What follows belongs to an exercise in optimizing a design on an open flow for small area and a short achievable clock period; a production flow would make more cautious choices.
Where RTL was checked, it was by simulation tests only, not by an equivalence proof against the original.
No activity file was given, so power comes from the tool's default toggle rates.

Setup of v1:
Design dmem_responder, start of the top module:
module dmem_responder #(
  parameter int          Nloc        = 64,
  parameter int          Dbits       = 32,
  parameter logic [31:0] RAM_BASE    = {dmem_pkg::RAM_REGION, 16'h0000},
  parameter logic [31:0] IO_BASE     = {dmem_pkg::IO_REGION, 16'h0000}
) (
  input  logic             clk,
  input  logic             reset,
  input  logic             mem_req,
  input  logic             mem_wr,
  input  logic [Dbits-1:0] mem_addr,
  input  logic [Dbits-1:0] mem_writedata,
  output logic [Dbits-1:0] mem_readdata,
  output logic             stall,
  output logic [15:0]      led,
  output logic [Dbits-1:0] cycle_count
);
export LEC_CHECK = 0
export ABC_CLOCK_PERIOD_IN_PS = 2000
export CAP_MARGIN = 20
export CORE_MARGIN = 2
export CORE_UTILIZATION = 70
export CTS_BUF_LIST = sky130_fd_sc_hd__clkbuf_8 sky130_fd_sc_hd__clkbuf_16
export CTS_CLUSTER_DIAMETER = 40
export CTS_CLUSTER_SIZE = 20
export PLACE_DENSITY = 0.8
export SETUP_SLACK_MARGIN = 2.1
export SLEW_MARGIN = 20
create_clock -name core_clock -period 4.4 [get_ports {clk}]
standard.sh (not shown) runs the stock make flow with config.mk's settings and CLKGATE_MAP_FILE= SYNTH_SCRIPT=/design/flow/synth_recipe.tcl, a recipe that flattens the netlist after the stock synthesis.
==> flow/flow/run.sh <==
#!/bin/bash
# Standard layout with port buffers made of plain buffers and free resizing.
set -euo pipefail
bash standard.sh 'BUFFER_PORTS_ARGS=-buffer_cell sky130_fd_sc_hd__buf_2' MATCH_CELL_FOOTPRINT=0 finish > run_make.log 2>&1
The inputs of v7 differ from those of v1 as listed below.
# v1
export LEC_CHECK = 0
export ABC_CLOCK_PERIOD_IN_PS = 2000
export CAP_MARGIN = 20
export CORE_MARGIN = 2
export CORE_UTILIZATION = 70
export CTS_BUF_LIST = sky130_fd_sc_hd__clkbuf_8 sky130_fd_sc_hd__clkbuf_16
export CTS_CLUSTER_DIAMETER = 40
export CTS_CLUSTER_SIZE = 20
export PLACE_DENSITY = 0.8
export SETUP_SLACK_MARGIN = 2.1
export SLEW_MARGIN = 20
create_clock -name core_clock -period 4.4 [get_ports {clk}]
# v7
export LEC_CHECK = 0
export ABC_CLOCK_PERIOD_IN_PS = 2000
export CAP_MARGIN = 20
export CORE_MARGIN = 2
export CORE_UTILIZATION = 65
export CTS_BUF_LIST = sky130_fd_sc_hd__clkbuf_8
export CTS_CLUSTER_DIAMETER = 50
export CTS_CLUSTER_SIZE = 16
export PLACE_DENSITY = 0.75
export SETUP_SLACK_MARGIN = 2.1
export SLEW_MARGIN = 20
create_clock -name core_clock -period 4.4 [get_ports {clk}]
==> comparison <==
- Die: v7 bigger than v1
- All-layer global routing usage in v7 is 4.1 points below v1.
- Of v7 and v1, it is v7 that has the higher sequential share of power.
- Re area growth from synthesis to layout: v7 is 3.9 points down on v1.
- | post-layout worst setup margin | lower: v7 |
- [v7] setup slack on the worst flop-to-flop path fell 0.19 ns relative to v1
- v7 vs v1: total wire length down by a few percent
- The post-route setup TNS was comparable across v7 and v1.
- Floorplan row count up 4 in v7 wrt v1
- Going from v1 to v7, fraction of the core area covered by cells at the end of the flow shrinks by 8.4 points.
- Cmp v7 and v1 / final critical-path share of the clock period / higher: v7
- v7 reached the final stage; the timing, DRC and antenna checks on its layout passed.
--- input diff v7..v21 ---
# v7
export LEC_CHECK = 0
export ABC_CLOCK_PERIOD_IN_PS = 2000
export CAP_MARGIN = 20
export CORE_MARGIN = 2
export CORE_UTILIZATION = 65
export CTS_BUF_LIST = sky130_fd_sc_hd__clkbuf_8
export CTS_CLUSTER_DIAMETER = 50
export CTS_CLUSTER_SIZE = 16
export PLACE_DENSITY = 0.75
export SETUP_SLACK_MARGIN = 2.1
export SLEW_MARGIN = 20
create_clock -name core_clock -period 4.4 [get_ports {clk}]
# v21
export LEC_CHECK = 0
export ABC_CLOCK_PERIOD_IN_PS = 2000
export CAP_MARGIN = 20
export CORE_MARGIN = 2
export CORE_UTILIZATION = 35
export SETUP_SLACK_MARGIN = 2.2
export SLEW_MARGIN = 20
create_clock -name core_clock -period 4.4 [get_ports {clk}]
Findings:
v21 reports its highest-delay cell along the critical path as edfxtp_1 while v7 reports nor2_1.
From v7 to v21 the numbers moved as follows: worst-case headroom to the max-slew limit +11 points, maximum clock frequency +5.4%, pin slew with the least headroom to its limit -0.16 ns.
Reported combinational group power in v21 vs v7: up 24%
No run of this note included a check of the RTL's function; only the layout flow was run.


== job 8656 ==
Another version of the RTL of dmem_responder (not shown whole).
Size in the first run: ~3800 cells after synthesis, roughly 2200 flip-flops, roughly 61000 µm² of cells after synthesis.
clock: 4.4 ns
lec_check: 0
abc_clock_period_in_ps: 2500
cap_margin: 20
core_margin: 2
core_utilization: 35
setup_slack_margin: 1.5
slew_margin: 20
run.sh (not shown) runs the stock make flow with config.mk's settings and CLKGATE_MAP_FILE= SYNTH_SCRIPT=/design/flow/synth_recipe.tcl, a recipe that flattens the netlist after the stock synthesis.
Stock flow here: none of the scripts above is used.
Job 8656 has completed all stages; timing, DRC and antenna checks passed.
Here is what was changed in the inputs of job 671 compared with job 8656.
Settings: a change of SETUP_SLACK_MARGIN from 1.5 to 2.2; a change of ABC_CLOCK_PERIOD_IN_PS from 2500 to 2000.
Notes after the runs:
- Job 671 vs. job 8656: hold slack lost 18 ps; fraction of power consumed by combinational cells went up 3.5 points; clock network fraction of design power fell 0.7 points; final cycle utilization of the critical path now sits lower; clock insertion delay at the later pin of the skew report about even.
- Final design area excluding fillers was higher in the run labelled job 671.
- Total of buffers placed on input and output ports came out exactly the same in job 8656 and job 671.
- Going from job 8656 to job 671, number of standard cells in the layout, taps in and fillers out grew by a few percent.
- NOTE cell-internal power job 8656->job 671 increased by a few percent
- Initial antenna violation count delta for job 671 relative to job 8656: 2 higher
- Job 671 vs job 8656: critical path depth up
- For job 671, the critical path launch point was sqn_q[1], unlike job 8656, where it was cyc_q[31].
Input-level comparison between job 1417 and job 671:
==> flow/flow/run.sh (new file) <==
#!/bin/bash
# Standard layout with port buffers made of plain buffers and free resizing.
set -euo pipefail
bash standard.sh 'BUFFER_PORTS_ARGS=-buffer_cell sky130_fd_sc_hd__buf_2' MATCH_CELL_FOOTPRINT=0 finish > run_make.log 2>&1
==> flow/standard.sh (new file) <==
#!/bin/bash
# synth_recipe.tcl (not shown) runs the flow's synth.tcl, then flattens the netlist and writes it again
# the make line also repeats each setting of config.mk as NAME=value (left out here)
make -C /OpenROAD-flow-scripts/flow DESIGN_CONFIG=/design/flow/config.mk WORK_HOME=/design/flow/orfs CLKGATE_MAP_FILE= SYNTH_SCRIPT=/design/flow/synth_recipe.tcl "${@:-finish}"
removed: flow/run.sh
### Flow results
Part of the cycle the worst path needs up 0.61 points in job 1417 wrt job 671
Lower met2 demand-to-capacity share in global routing among job 1417 and job 671: job 1417
Run comparison: job 671 path category of the worst min-delay check reg -> reg; job 1417 path category of the worst min-delay check in -> async
Comparing job 671 with job 1417, the proportion of cell area occupied by registers came out essentially unchanged.
Delta (job 1417 minus job 671): fmax dropped 4.2 MHz; total global routing track utilization barely changed; met3 routing resource usage after global routing climbed 0.49 points.
Diff job 671 -> job 1417: layout-stage area growth over the synthesis result flat, slew of the pin with the lowest slew margin saw a decrease.
Job 1417 vs. job 671: detailed route wirelength on metal2 now sits lower; cell total after placement now sits at about the same level.
No run of this note included a check of the RTL's function; only the layout flow was run.


dmem_responder, a different RTL version from the one above (not shown whole).
Size: ~4300 cells after synthesis, roughly 150 I/O pins, roughly 61000 sq um of cells after synthesis.
// dmem_responder
module dmem_responder #(
  parameter int          Nloc        = 64,
  parameter int          Dbits       = 32,
  parameter logic [31:0] RAM_BASE    = {dmem_pkg::RAM_REGION, 16'h0000},
  parameter logic [31:0] IO_BASE     = {dmem_pkg::IO_REGION, 16'h0000}
) (
  input  logic             clk,
  input  logic             reset,
  input  logic             mem_req,
  input  logic             mem_wr,
  input  logic [Dbits-1:0] mem_addr,
  input  logic [Dbits-1:0] mem_writedata,
  output logic [Dbits-1:0] mem_readdata,
  output logic             stall,
  output logic [15:0]      led,
  output logic [Dbits-1:0] cycle_count
);
==> flow/config.mk <==
export PLATFORM = sky130hd
export DESIGN_NAME = dmem_responder
export DESIGN_NICKNAME = dmem_responder
export VERILOG_FILES = /design/flow/design.v
export SDC_FILE = /design/flow/constraint.sdc
export NUM_CORES = 4
export LEC_CHECK = 0
export ABC_CLOCK_PERIOD_IN_PS = 2000
export CAP_MARGIN = 20
export CORE_MARGIN = 2
export CORE_UTILIZATION = 60
export PLACE_DENSITY = 0.7
export SETUP_SLACK_MARGIN = 2.25
export SLEW_MARGIN = 20
==> flow/constraint.sdc <==
create_clock -name core_clock -period 4.4 [get_ports {clk}]
set_input_delay 0.8800 -clock core_clock [delete_from_list [all_inputs] [get_ports {clk}]]
set_output_delay 0.8800 -clock core_clock [all_outputs]
set_load 0.01 [all_outputs]
standard.sh (not shown) runs the stock make flow with config.mk's settings and CLKGATE_MAP_FILE= SYNTH_SCRIPT=/design/flow/synth_recipe.tcl, a recipe that flattens the netlist after the stock synthesis.
==> flow/flow/run.sh <==
#!/bin/bash
# Standard layout with port buffers made of plain buffers, free resizing, and a
# clock tree of clkbuf_16 trunks and clkbuf_8 leaves without dummy loads.
set -euo pipefail
CTS="-sink_clustering_enable -repair_clock_nets -sink_clustering_size 16 -sink_clustering_max_diameter 50"
CTS="$CTS -buf_list {sky130_fd_sc_hd__clkbuf_8 sky130_fd_sc_hd__clkbuf_16} -root_buf sky130_fd_sc_hd__clkbuf_16"
CTS="$CTS -sink_clustering_buffer sky130_fd_sc_hd__clkbuf_8 -dont_use_dummy_load"
bash standard.sh 'BUFFER_PORTS_ARGS=-buffer_cell sky130_fd_sc_hd__buf_2' MATCH_CELL_FOOTPRINT=0 "CTS_ARGS=$CTS" finish > run_make.log 2>&1
Change:
--- a/flow/config.mk
+++ b/flow/config.mk
@@ -10,5 +10,5 @@
 export CORE_MARGIN = 2
-export CORE_UTILIZATION = 60
-export PLACE_DENSITY = 0.7
-export SETUP_SLACK_MARGIN = 2.25
+export CORE_UTILIZATION = 55
+export PLACE_DENSITY = 0.65
+export SETUP_SLACK_MARGIN = 2.15
 export SLEW_MARGIN = 20
=> The new run completed without violations. Hold slack is better by 0.12 ns. Count of clock-buffer cells in the layout came out higher by 2. Cell area came out lower by 1.1%. Non-clock buffer count came out lower by 60. Power is about the same. Area after synthesis is unchanged. Utilization came out lower by 6.8 points. Global-route usage came out lower by 2.4 points. Maximum frequency came out lower by 0.63%. Synthesized cell count does not change. Worst setup slack is worse by 0.014 ns.
Change:
--- a/flow/config.mk
+++ b/flow/config.mk
@@ -10,4 +10,4 @@
 export CORE_MARGIN = 2
-export CORE_UTILIZATION = 55
-export PLACE_DENSITY = 0.65
+export CORE_UTILIZATION = 62
+export PLACE_DENSITY = 0.72
 export SETUP_SLACK_MARGIN = 2.15
Result: Clock power hardly moves. Synthesized cell count does not change. Total power went down slightly. Global-route usage went up by 2.6 points. Routed wire length went down by a few percent. Clock skew hardly moves. Setup slack is worse by 0.0033 ns. Cell count went down by a few percent. Sequential share of layout area went up by 0.65 points.
Change:
--- a/flow/config.mk
+++ b/flow/config.mk
@@ -10,4 +10,4 @@
 export CORE_MARGIN = 2
-export CORE_UTILIZATION = 62
-export PLACE_DENSITY = 0.72
+export CORE_UTILIZATION = 60
+export PLACE_DENSITY = 0.7
 export SETUP_SLACK_MARGIN = 2.15
Die area is higher by a few percent.
Clock power came out higher slightly.
Count of clock-buffer cells in the layout went up by 2.
Power barely changes.
Routed wire length stays flat.
Change:
--- a/flow/flow/run.sh
+++ b/flow/flow/run.sh
@@ -4,3 +4,3 @@
 set -euo pipefail
-CTS="-sink_clustering_enable -repair_clock_nets -sink_clustering_size 16 -sink_clustering_max_diameter 50"
+CTS="-sink_clustering_enable -repair_clock_nets -sink_clustering_size 18 -sink_clustering_max_diameter 50"
 CTS="$CTS -buf_list {sky130_fd_sc_hd__clkbuf_8 sky130_fd_sc_hd__clkbuf_16} -root_buf sky130_fd_sc_hd__clkbuf_16"
Result: The new run completed without violations. Core utilization went down by 0.25 points. Sequential power stays flat. Cell area went down by 0.38%. Register-to-register slack is about the same. Worst setup slack hardly moves. Power goes down by 1.1%. Via count barely changes. Flip-flop and latch count is unchanged.


## the reference run
The RTL this note starts from:
==> flow/design.v <==
package dmem_pkg;
  localparam logic [15:0] RAM_REGION = 16'h1001;
  localparam logic [15:0] IO_REGION  = 16'h1003;
endpackage
module dmem_ram #(
  parameter int Nloc  = 64,
  parameter int Dbits = 32
) (
  input  logic                      clk,
  input  logic [Nloc/4-1:0]         ins_sel,
  input  logic [Dbits-1:0]          wdata,
  input  logic [Nloc/2-1:0]         rd_sel,
  output logic [Dbits-1:0]          rdata
);
  logic [Nloc-1:0][Dbits-1:0] ring;
  always_ff @(posedge clk) begin
    for (int i = 0; i < Nloc; i++) begin
      if (i % 4 == 0 && ins_sel[i / 4]) begin
        ring[i] <= wdata;
      end else begin
        ring[i] <= ring[(i + Nloc - 1) % Nloc];
      end
    end
  end
  always_comb begin
    rdata = '0;
    for (int j = 0; j < Nloc / 2; j++) begin
      rdata = rdata | (ring[2 * j] & {Dbits{rd_sel[j]}});
    end
  end
endmodule
module dmem_responder #(
  parameter int          Nloc        = 64,
  parameter int          Dbits       = 32,
  parameter logic [31:0] RAM_BASE    = {dmem_pkg::RAM_REGION, 16'h0000},
  parameter logic [31:0] IO_BASE     = {dmem_pkg::IO_REGION, 16'h0000}
) (
  input  logic             clk,
  input  logic             reset,
  input  logic             mem_req,
  input  logic             mem_wr,
  input  logic [Dbits-1:0] mem_addr,
  input  logic [Dbits-1:0] mem_writedata,
  output logic [Dbits-1:0] mem_readdata,
  output logic             stall,
  output logic [15:0]      led,
  output logic [Dbits-1:0] cycle_count
);
  localparam int AW = $clog2(Nloc);
  logic c1_q, c2_q, c3_q;
  logic idle;
  logic             wr_q;
  logic             ram_q, led_sel_q, cnt_sel_q;
  logic [AW-1:0]    sqn_q;
  logic [Nloc/2-1:0] tsel_q;
  logic [AW-1:0]    s1;
  logic [Dbits-1:0] wdata_q;
  logic [AW-1:0]    ph_q;
  logic             pv_q;
  logic [AW-1:0]    pnext_q;
  logic [Dbits-1:0] pdata_q;
  logic [Nloc/4-1:0] ins_q;
  logic             pv_d;
  logic [AW-1:0]    pnext_d;
  logic [15:0]      led_q;
  logic [Dbits-1:0] cyc_q;
  logic             is_ram, is_led, is_cnt;
  logic             commit;
  logic             ins_now;
  logic [Dbits-1:0] tap_data;
  logic             byp;
  logic [Dbits-1:0] io_val;
  logic [Dbits-1:0] other_val;
  logic             use_tap;
  logic             rd_en;
  assign idle   = !(c1_q || c2_q || c3_q);
  assign s1     = mem_addr[AW+1:2] + ph_q;
  assign is_ram = (mem_addr[31:16] == RAM_BASE[31:16]);
  assign is_led = (mem_addr[31:16] == IO_BASE[31:16]) && (mem_addr[15:2] == 14'd0);
  assign is_cnt = (mem_addr[31:16] == IO_BASE[31:16]) && (mem_addr[15:2] == 14'd1);
  assign commit  = c3_q && mem_req && wr_q;
  assign ins_now = pv_q && (pnext_q[1:0] == 2'd0);
  assign pv_d    = (commit && ram_q) || (pv_q && !ins_now);
  assign pnext_d = ((commit && ram_q) ? sqn_q : pnext_q) + 1'b1;
  dmem_ram #(
    .Nloc  (Nloc),
    .Dbits (Dbits)
  ) u_ram (
    .clk     (clk),
    .ins_sel (ins_q),
    .wdata   (pdata_q),
    .rd_sel  (tsel_q),
    .rdata   (tap_data)
  );
  assign byp = pv_q && (pnext_q == sqn_q);
  always_comb begin
    io_val = '0;
    if (led_sel_q) begin
      io_val = {{(Dbits-16){1'b0}}, led_q};
    end else if (cnt_sel_q) begin
      io_val = cyc_q;
    end
  end
  assign use_tap   = !idle && ram_q && !byp;
  assign other_val = idle ? mem_writedata : ((ram_q && byp) ? pdata_q : io_val);
  assign rd_en = !wr_q && (ram_q ? ((c1_q || c2_q) && sqn_q[0]) : c2_q);
  always_ff @(posedge clk or posedge reset) begin
    if (reset) begin
      c1_q <= 1'b0;
      c2_q <= 1'b0;
      c3_q <= 1'b0;
    end else begin
      c1_q <= idle && mem_req;
      c2_q <= c1_q && mem_req;
      c3_q <= c2_q && mem_req;
    end
  end
  always_ff @(posedge clk) begin
    ph_q <= ph_q + 1'b1;
    if (idle) begin
      wr_q      <= mem_wr;
      ram_q     <= is_ram;
      led_sel_q <= is_led;
      cnt_sel_q <= is_cnt;
      sqn_q     <= s1;
      tsel_q    <= (Nloc/2)'(1) << s1[AW-1:1];
    end else begin
      sqn_q     <= sqn_q + 1'b1;
    end
    if (idle || rd_en) begin
      wdata_q <= use_tap ? tap_data : other_val;
    end
    pv_q    <= pv_d;
    pnext_q <= pnext_d;
    ins_q   <= pv_d && (pnext_d[1:0] == 2'd0) ? (Nloc/4)'(1) << pnext_d[AW-1:2] : '0;
    if (commit && ram_q) begin
      pdata_q <= wdata_q;
    end
  end
  always_ff @(posedge clk or posedge reset) begin
    if (reset) begin
      led_q <= '0;
    end else if (commit && led_sel_q) begin
      led_q <= wdata_q[15:0];
    end
  end
  always_ff @(posedge clk or posedge reset) begin
    if (reset) begin
      cyc_q <= '0;
    end else begin
      cyc_q <= cyc_q + 1'b1;
    end
  end
  assign stall        = mem_req && !c3_q && !reset;
  assign mem_readdata = wdata_q;
  assign led          = led_q;
  assign cycle_count  = cyc_q;
endmodule
clock: 4.4 ns
lec_check: 0
abc_clock_period_in_ps: 2000
cap_margin: 20
core_margin: 2
core_utilization: 70
cts_buf_list: sky130_fd_sc_hd__clkbuf_8 sky130_fd_sc_hd__clkbuf_16
cts_cluster_diameter: 40
cts_cluster_size: 20
place_density: 0.8
setup_slack_margin: 2.1
slew_margin: 20
==> flow/flow/run.sh <==
#!/bin/bash
# Standard layout with port buffers made of plain buffers, free resizing, and a
# clock tree of clkbuf_16 trunks and clkbuf_8 leaves without dummy loads.
set -euo pipefail
CTS="-sink_clustering_enable -repair_clock_nets -sink_clustering_size 20 -sink_clustering_max_diameter 50"
CTS="$CTS -buf_list {sky130_fd_sc_hd__clkbuf_8 sky130_fd_sc_hd__clkbuf_16} -root_buf sky130_fd_sc_hd__clkbuf_16"
CTS="$CTS -sink_clustering_buffer sky130_fd_sc_hd__clkbuf_8 -dont_use_dummy_load"
bash standard.sh 'BUFFER_PORTS_ARGS=-buffer_cell sky130_fd_sc_hd__buf_2' MATCH_CELL_FOOTPRINT=0 "CTS_ARGS=$CTS" finish > run_make.log 2>&1
Here is what was changed in the inputs of the trial run compared with the reference run.
==> flow/flow/run.sh <==
#!/bin/bash
# Standard layout with port buffers made of plain buffers and free resizing.
set -euo pipefail
bash standard.sh 'BUFFER_PORTS_ARGS=-buffer_cell sky130_fd_sc_hd__buf_2' MATCH_CELL_FOOTPRINT=0 finish > run_make.log 2>&1
[summary]
Per the comparison of the trial run with the reference run, worst slew margin relative to its limit went down; wire length went up.
Re number of nets in the synthesized netlist: no difference whatsoever between the reference run and the trial run.
The higher post-route core utilization of the trial run and the reference run is in the trial run.
The lower minimum period implied by the final worst setup slack of the trial run and the reference run is in the reference run.
Relative to the reference run, the trial run degrades first-iteration DRC count.
No run of this note included a check of the RTL's function; only the layout flow was run.

[what the ideal ports hide]
The flow's constraints put no driver on any port. The routed layouts listed below were extracted and timed again, unchanged, in two steps.
Step 1 sets driving cells, clkbuf_16 on the clock port and buf_2 on the other inputs (assumed; they add their load-dependent delay and slew).
Step 2 moves the port delays by t, midway between the first and last clock arrival at a register: inputs arrive t later, outputs are due t later. That takes back most of the time a late clock gives input paths.
a / b / c = ideal / step 1 / step 2; a / b = the first two.
| run | t, ns | setup WS [ns] | worst slew at a driven data input, ns |
|---|---|---|---|
| v1 | 0.857 | 1.946 / 1.870 / 1.678 | 0.13 |
| v7 | 0.920 | 1.854 / 1.788 / 1.709 | 0.20 |
| v21 | 0.887 | 1.985 / 1.906 / 1.995 | 0.08 |
| job 8656 | 0.873 | 1.614 / 1.535 / 1.558 | 0.04 |
| job 671 | 0.875 | 1.879 / 1.855 / 1.554 | 0.06 |
| job 1417 | 0.889 | 1.853 / 1.853 / 1.853 | 0.08 |
| the first run of note 3 | 0.804 | 2.106 / 2.029 / 1.576 | 0.06 |
| the second run of note 3 | 0.799 | 2.091 / 2.015 / 1.540 | 0.06 |
| the third run of note 3 | 0.792 | 2.088 / 2.017 / 1.515 | 0.06 |
| the fourth run of note 3 | 0.806 | 2.106 / 2.030 / 1.616 | 0.06 |
| the fifth run of note 3 | 0.801 | 2.106 / 2.031 / 1.612 | 0.06 |
| the reference run | 0.789 | 2.002 / 1.952 / 1.484 | 0.08 |
| the trial run | 0.863 | 1.923 / 1.895 / 1.529 | 0.11 |
After both steps every run listed still meets setup and hold. The setup slack of the third run of note 3, which loses most, moves by -0.071 ns with the drivers and by -0.573 ns with both steps.
